This design comes from an exercise in tuning for small area, a short achievable clock period and few clock cycles per item on the open sky130 flow, not from production work. Where RTL was checked, it was by simulation tests only, not by an equivalence proof against the original. Power figures rest on the tool's default switching activity, not on a simulated workload.

garnet:
==> flow/design.v (excerpt) <==
module fetch_top (
    input  logic  clk_in,
    input  logic  br_reset,
    input  logic  stall,
    input  logic  redirect_valid,
    input  logic [31:0] redirect_pc,
    output logic  out_valid,
    output logic [31:0] out_ins,
    output logic [31:0] out_pc,
    output logic [31:0] out_pred_pc,
    input  logic  upd_valid,
    input  logic [31:0] upd_pc,
    input  logic  upd_taken,
    output logic  mem_req,
    output logic [31:0] mem_addr,
    input  logic  mem_ack,
    input  logic [31:0] mem_data
);
Settings: LEC_CHECK=0, ABC_CLOCK_PERIOD_IN_PS=3000, CAP_MARGIN=20, CORE_MARGIN=8, CORE_UTILIZATION=40, CTS_BUF_LIST=sky130_fd_sc_hd__clkbuf_4 sky130_fd_sc_hd__clkbuf_8, CTS_CLUSTER_SIZE=30, SETUP_SLACK_MARGIN=3.6, SLEW_MARGIN=20, SYNTH_HIERARCHICAL=1, SYNTH_MINIMUM_KEEP_SIZE=0; clock period 6.0 ns.
standard.sh (not shown) runs the stock make flow with config.mk's settings and CLKGATE_MAP_FILE= SYNTH_SCRIPT=/design/flow/synth_recipe.tcl, a recipe that flattens the netlist after the stock synthesis.
==> flow/flow/run.sh <==
#!/bin/bash
# The standard layout, with the ports buffered by the smallest buffer
# instead of the flow's default pick; repair still resizes them as needed.
set -euo pipefail
export BUFFER_PORTS_ARGS="-buffer_cell sky130_fd_sc_hd__buf_1"
export REMOVE_ABC_BUFFERS=1
bash standard.sh > standard.log 2>&1
garnet completed end to end with timing, DRC and antenna clean.
Input-level comparison between harbor and garnet:
- ABC_AREA newly set to 1
- SETUP_SLACK_MARGIN changed from 3.6 to 3.5
Results
When harbor is measured against garnet, its fraction of power consumed by combinational cells turns out 5.8 points higher. Total die area, garnet and harbor, higher one = harbor. harbor ended with more final area than garnet. harbor gives more total stage count of the critical path than garnet did. Looking at power, harbor sits about 13% above garnet. Against garnet, number of fillers in the final layout in harbor rose by more than 10%.
Function was not checked in any run of this note: the RTL went through the layout flow alone.

========
Setup of job 3592:
The RTL this note starts from:
==> flow/design.v <==
`timescale 1ns/100ps
`default_nettype none
module fetch_top (
    input  logic  clk_in,
    input  logic  br_reset,
    input  logic  stall,
    input  logic  redirect_valid,
    input  logic [31:0] redirect_pc,
    output logic  out_valid,
    output logic [31:0] out_ins,
    output logic [31:0] out_pc,
    output logic [31:0] out_pred_pc,
    input  logic  upd_valid,
    input  logic [31:0] upd_pc,
    input  logic  upd_taken,
    output logic  mem_req,
    output logic [31:0] mem_addr,
    input  logic  mem_ack,
    input  logic [31:0] mem_data
);
    localparam logic [6:0] OP_JAL    = 7'b1101111;
    localparam logic [6:0] OP_BRANCH = 7'b1100011;
    logic [1:0]  ctr_q [16];
    logic [31:2] addr_q;      
    logic [31:2] np_q;        
    logic        stale_q;     
    logic        discard;
    logic        deliver;
    assign mem_addr    = {addr_q, 2'b00};
    assign out_pc      = {addr_q, 2'b00};
    assign out_pred_pc = {np_q, 2'b00};
    assign discard = mem_req && mem_ack && (stale_q || redirect_valid);
    assign deliver = mem_req && mem_ack && !stale_q && !redirect_valid && !stall;
    logic        is_jal, is_br, taken;
    logic [18:0] t_lo;
    logic        t_c;
    logic [10:0] hi_inc, hi_dec;
    logic [29:0] seq_pc;
    assign is_jal = (mem_data[6:0] == OP_JAL);
    assign is_br  = (mem_data[6:0] == OP_BRANCH);
    assign taken  = is_jal || (is_br && ctr_q[addr_q[5:2]][1]);
    tgt_add tgt_add_i (.a(addr_q[20:2]), .ins(mem_data), .s(t_lo), .co(t_c));
    incdec #(.N(11)) hi_id (.x(addr_q[31:21]), .inc(hi_inc), .dec(hi_dec));
    logic [18:0] seq_lo;
    logic        seq_c;
    inc #(.N(19)) seq_i (.x(addr_q[20:2]), .y(seq_lo), .co(seq_c));
    assign seq_pc = {seq_c ? hi_inc : addr_q[31:21], seq_lo};
    logic [29:0] np_hold;     
    logic        take;        
    logic [10:0] hi_c1, hi_c0;
    logic [10:0] np_hi_c1, np_hi_c0;
    logic [29:0] np_d;
    always_comb begin
        if (br_reset) begin
            np_hold = '0;
        end else if (redirect_valid) begin
            np_hold = redirect_pc[31:2];
        end else if (deliver) begin
            np_hold = seq_pc;
        end else begin
            np_hold = np_q;
        end
    end
    assign take  = deliver && taken && !br_reset;
    assign hi_c1 = mem_data[31] ? addr_q[31:21] : hi_inc;
    assign hi_c0 = mem_data[31] ? hi_dec : addr_q[31:21];
    assign np_hi_c1 = take ? hi_c1 : np_hold[29:19];
    assign np_hi_c0 = take ? hi_c0 : np_hold[29:19];
    sel2 #(.N(19)) lo_sel (.s(take), .a(t_lo), .b(np_hold[18:0]), .y(np_d[18:0]));
    sel2 #(.N(11)) hi_sel (.s(t_c), .a(np_hi_c1), .b(np_hi_c0), .y(np_d[29:19]));
    always_ff @(posedge clk_in) begin
        if (br_reset) begin
            mem_req   <= 1'b0;
            out_valid <= 1'b0;
            stale_q   <= 1'b0;
        end else begin
            out_valid <= deliver;
            if (!mem_req) begin
                if (!redirect_valid) begin
                    mem_req <= 1'b1;
                    stale_q <= 1'b0;
                end
            end else begin
                if (redirect_valid) begin
                    stale_q <= 1'b1;
                end
                if (discard) begin
                    mem_req <= 1'b0;
                end
                if (deliver) begin
                    mem_req <= 1'b0;
                end
            end
        end
    end
    always_ff @(posedge clk_in) begin
        np_q <= np_d;
    end
    always_ff @(posedge clk_in) begin
        if (!mem_req && !redirect_valid) begin
            addr_q <= np_q;
        end
    end
    always_ff @(posedge clk_in) begin
        out_ins <= mem_data;
    end
    for (genvar i = 0; i < 16; i++) begin : ctr_
        logic [1:0] c;
        logic [1:0] c_next;
        assign c = ctr_q[i];
        assign c_next = upd_taken ? {c[1] | c[0], c[1] | !c[0]}
                                  : {c[1] & c[0], c[1] & !c[0]};
        always_ff @(posedge clk_in) begin
            if (br_reset) begin
                ctr_q[i] <= 2'b01;
            end else if (upd_valid && upd_pc[5:2] == i) begin
                ctr_q[i] <= c_next;
            end
        end
    end
endmodule
module tgt_add (
    input  logic [18:0] a,
    input  logic [31:0] ins,
    output logic [18:0] s,
    output logic        co
);
    logic [18:0] b;
    assign b[18]    = ins[31];
    assign b[17:13] = ins[2] ? ins[19:15] : {5{ins[31]}};
    assign b[12:10] = ins[3] ? ins[14:12] : {3{ins[31]}};
    assign b[9]     = ins[3] ? ins[20] : ins[7];
    assign b[8:3]   = ins[30:25];
    assign b[2:0]   = ins[2] ? ins[24:22] : ins[11:9];
    ks_add #(.N(19)) add_i (.a(a), .b(b), .s(s), .co(co));
endmodule
module ks_add #(
    parameter int N = 8
) (
    input  logic [N-1:0] a,
    input  logic [N-1:0] b,
    output logic [N-1:0] s,
    output logic         co
);
    localparam int L = (N > 16) ? 5 : (N > 8) ? 4 : (N > 4) ? 3 : (N > 2) ? 2 : 1;
    logic [N-1:0] g [L+1];
    logic [N-1:0] p [L+1];
    logic [N-1:0] x;
    assign x    = a ^ b;
    assign g[0] = a & b;
    assign p[0] = x;
    for (genvar l = 0; l < L; l++) begin : lvl
        for (genvar i = 0; i < N; i++) begin : bit_
            if (i >= (1 << l)) begin : comb
                assign g[l+1][i] = g[l][i] | (p[l][i] & g[l][i-(1<<l)]);
                assign p[l+1][i] = p[l][i] & p[l][i-(1<<l)];
            end else begin : pass
                assign g[l+1][i] = g[l][i];
                assign p[l+1][i] = p[l][i];
            end
        end
    end
    assign s  = x ^ {g[L][N-2:0], 1'b0};
    assign co = g[L][N-1];
endmodule
module incdec #(
    parameter int N = 8
) (
    input  logic [N-1:0] x,
    output logic [N-1:0] inc,
    output logic [N-1:0] dec
);
    assign inc = x + 1'b1;
    assign dec = x - 1'b1;
endmodule
module inc #(
    parameter int N = 8
) (
    input  logic [N-1:0] x,
    output logic [N-1:0] y,
    output logic         co
);
    assign {co, y} = {1'b0, x} + 1'b1;
endmodule
module sel2 #(
    parameter int N = 8
) (
    input  logic         s,
    input  logic [N-1:0] a,
    input  logic [N-1:0] b,
    output logic [N-1:0] y
);
    assign y = s ? a : b;
endmodule
`default_nettype wire
export LEC_CHECK = 0
export ABC_AREA = 1
export ABC_CLOCK_PERIOD_IN_PS = 3000
export CAP_MARGIN = 20
export CORE_MARGIN = 8
export CORE_UTILIZATION = 40
export CTS_BUF_LIST = sky130_fd_sc_hd__clkbuf_4 sky130_fd_sc_hd__clkbuf_8
export CTS_CLUSTER_SIZE = 30
export SETUP_SLACK_MARGIN = 3.3
export SLEW_MARGIN = 20
export SYNTH_HIERARCHICAL = 1
export SYNTH_MINIMUM_KEEP_SIZE = 60
create_clock -name core_clock -period 6.0 [get_ports {clk_in}]
Scripts as last shown in full above: flow/flow/run.sh
Testbench counts of job 3592, summed over its fixed seeds: cycles 51,127, items 14,446.
Edits applied to the flow inputs when going from job 3592 to job 4026:
-- flow/flow/run.sh --
<<< job 3592, line 6
export REMOVE_ABC_BUFFERS=1
>>> job 4026, line 6
-- flow/config.mk --
<<< job 3592, line 8
export ABC_AREA = 1
>>> job 4026, line 8
<<< job 3592, line 15
export SETUP_SLACK_MARGIN = 3.3
>>> job 4026, line 14
export SETUP_SLACK_MARGIN = 2.0
<<< job 3592, line 18
export SYNTH_MINIMUM_KEEP_SIZE = 60
>>> job 4026, line 17
export SYNTH_MINIMUM_KEEP_SIZE = 0
Routed wire length, job 4026 and job 3592: smaller value in job 4026. Number of ordinary and repair buffers in the finished layout (lower): job 4026. Compared with job 3592, in job 4026 total length of routed met2 wires saw a decrease, overall power of the completed layout went up by 2.4%, share of cell area taken by muxes after synthesis climbed 17 points. Main combinational cell family by area after synthesis: simple AND/OR/NAND/NOR gates -> job 3592, multiplexers -> job 4026. Job 3592 has a lower clock share of power than job 4026. Job 4026 vs job 3592 — via count of the first global-routing pass dropped 1391. Share of synthesized cell area in and, or, nand and nor gates: job 4026 < job 3592.
What job 9916 does differently from job 4026 at the input level:
-- flow/config.mk --
<<< job 4026, line 8
export ABC_CLOCK_PERIOD_IN_PS = 3000
>>> job 9916, line 8
export ABC_CLOCK_PERIOD_IN_PS = 800
<<< job 4026, line 14
export SETUP_SLACK_MARGIN = 2.0
>>> job 9916, line 14
export SETUP_SLACK_MARGIN = 3.0
==> results.txt <==
Route | job 9916 vs job 4026 | wire longer in job 9916. [compare] base=job 4026 new=job 9916: final critical delay including setup and external delays went down 0.60 ns; non-clock buffer count has increased.
Relative to job 9916, the following input files were edited for job 7809:
-- flow/flow/run.sh --
<<< job 9916, line 6
>>> job 7809, line 6
export REMOVE_ABC_BUFFERS=1
-- flow/config.mk --
<<< job 9916, line 8
export ABC_CLOCK_PERIOD_IN_PS = 800
>>> job 7809, line 8
export ABC_CLOCK_PERIOD_IN_PS = 3000
<<< job 9916, line 14
export SETUP_SLACK_MARGIN = 3.0
>>> job 7809, line 14
export GPL_TIMING_DRIVEN = 0
export SETUP_SLACK_MARGIN = 2.8
==> results.txt <==
- Re wire length: job 9916 was higher than job 7809.
- Higher average wire length per cell after detail routing goes to job 9916 over job 7809.
- Count of non-filler cells in the finished layout sits lower in job 7809 than in job 9916.
- Job 9916 -> job 7809: power drawn by the sequential cells flat
- ~same worst setup skew after layout in job 9916 and job 7809

[separate check: timing with driven ports]
The results above use ideal ports. As a check the final layouts listed here were re-extracted and re-timed, cells and wires unchanged.
Step 1 sets driving cells, clkbuf_16 on the clock port and buf_2 on the other inputs (assumed; they add their load-dependent delay and slew).
Step 2 adds t to the input delays and takes it off the output delays; t is the mean of the earliest and latest rising clock arrival at the registers after step 1. Input paths then give back, and output paths get back, about the clock's delay inside the block.
Three values: no drivers, after step 1, after step 2; two values: the first two.
run | t (ns) | setup WS [ns] | hold slack, ns | slew at the worst register clock pin (ns) | cell pins on the clock port's net
garnet | 0.490 | 3.191 / 3.187 / 2.697 | 0.574 / 0.574 / 0.574 | 0.10 / 0.10 | 1
harbor | 0.493 | 3.548 / 3.522 / 3.057 | 0.532 / 0.532 / 0.532 | 0.09 / 0.09 | 1
job 3592 | 0.494 | 3.139 / 3.111 / 2.617 | 0.452 / 0.452 / 0.452 | 0.09 / 0.09 | 1
job 4026 | 0.478 | 2.284 / 2.294 / 1.815 | 0.459 / 0.459 / 0.459 | 0.08 / 0.08 | 1
job 9916 | 0.477 | 2.883 / 2.876 / 2.399 | 0.456 / 0.456 / 0.456 | 0.09 / 0.09 | 1
job 7809 | 0.474 | 2.861 / 2.843 / 2.369 | 0.461 / 0.461 / 0.461 | 0.08 / 0.08 | 1
After both steps every run listed still meets setup and hold. For job 3592, which loses most, drivers alone change the setup slack by -0.028 ns; drivers and shift together by -0.522 ns.
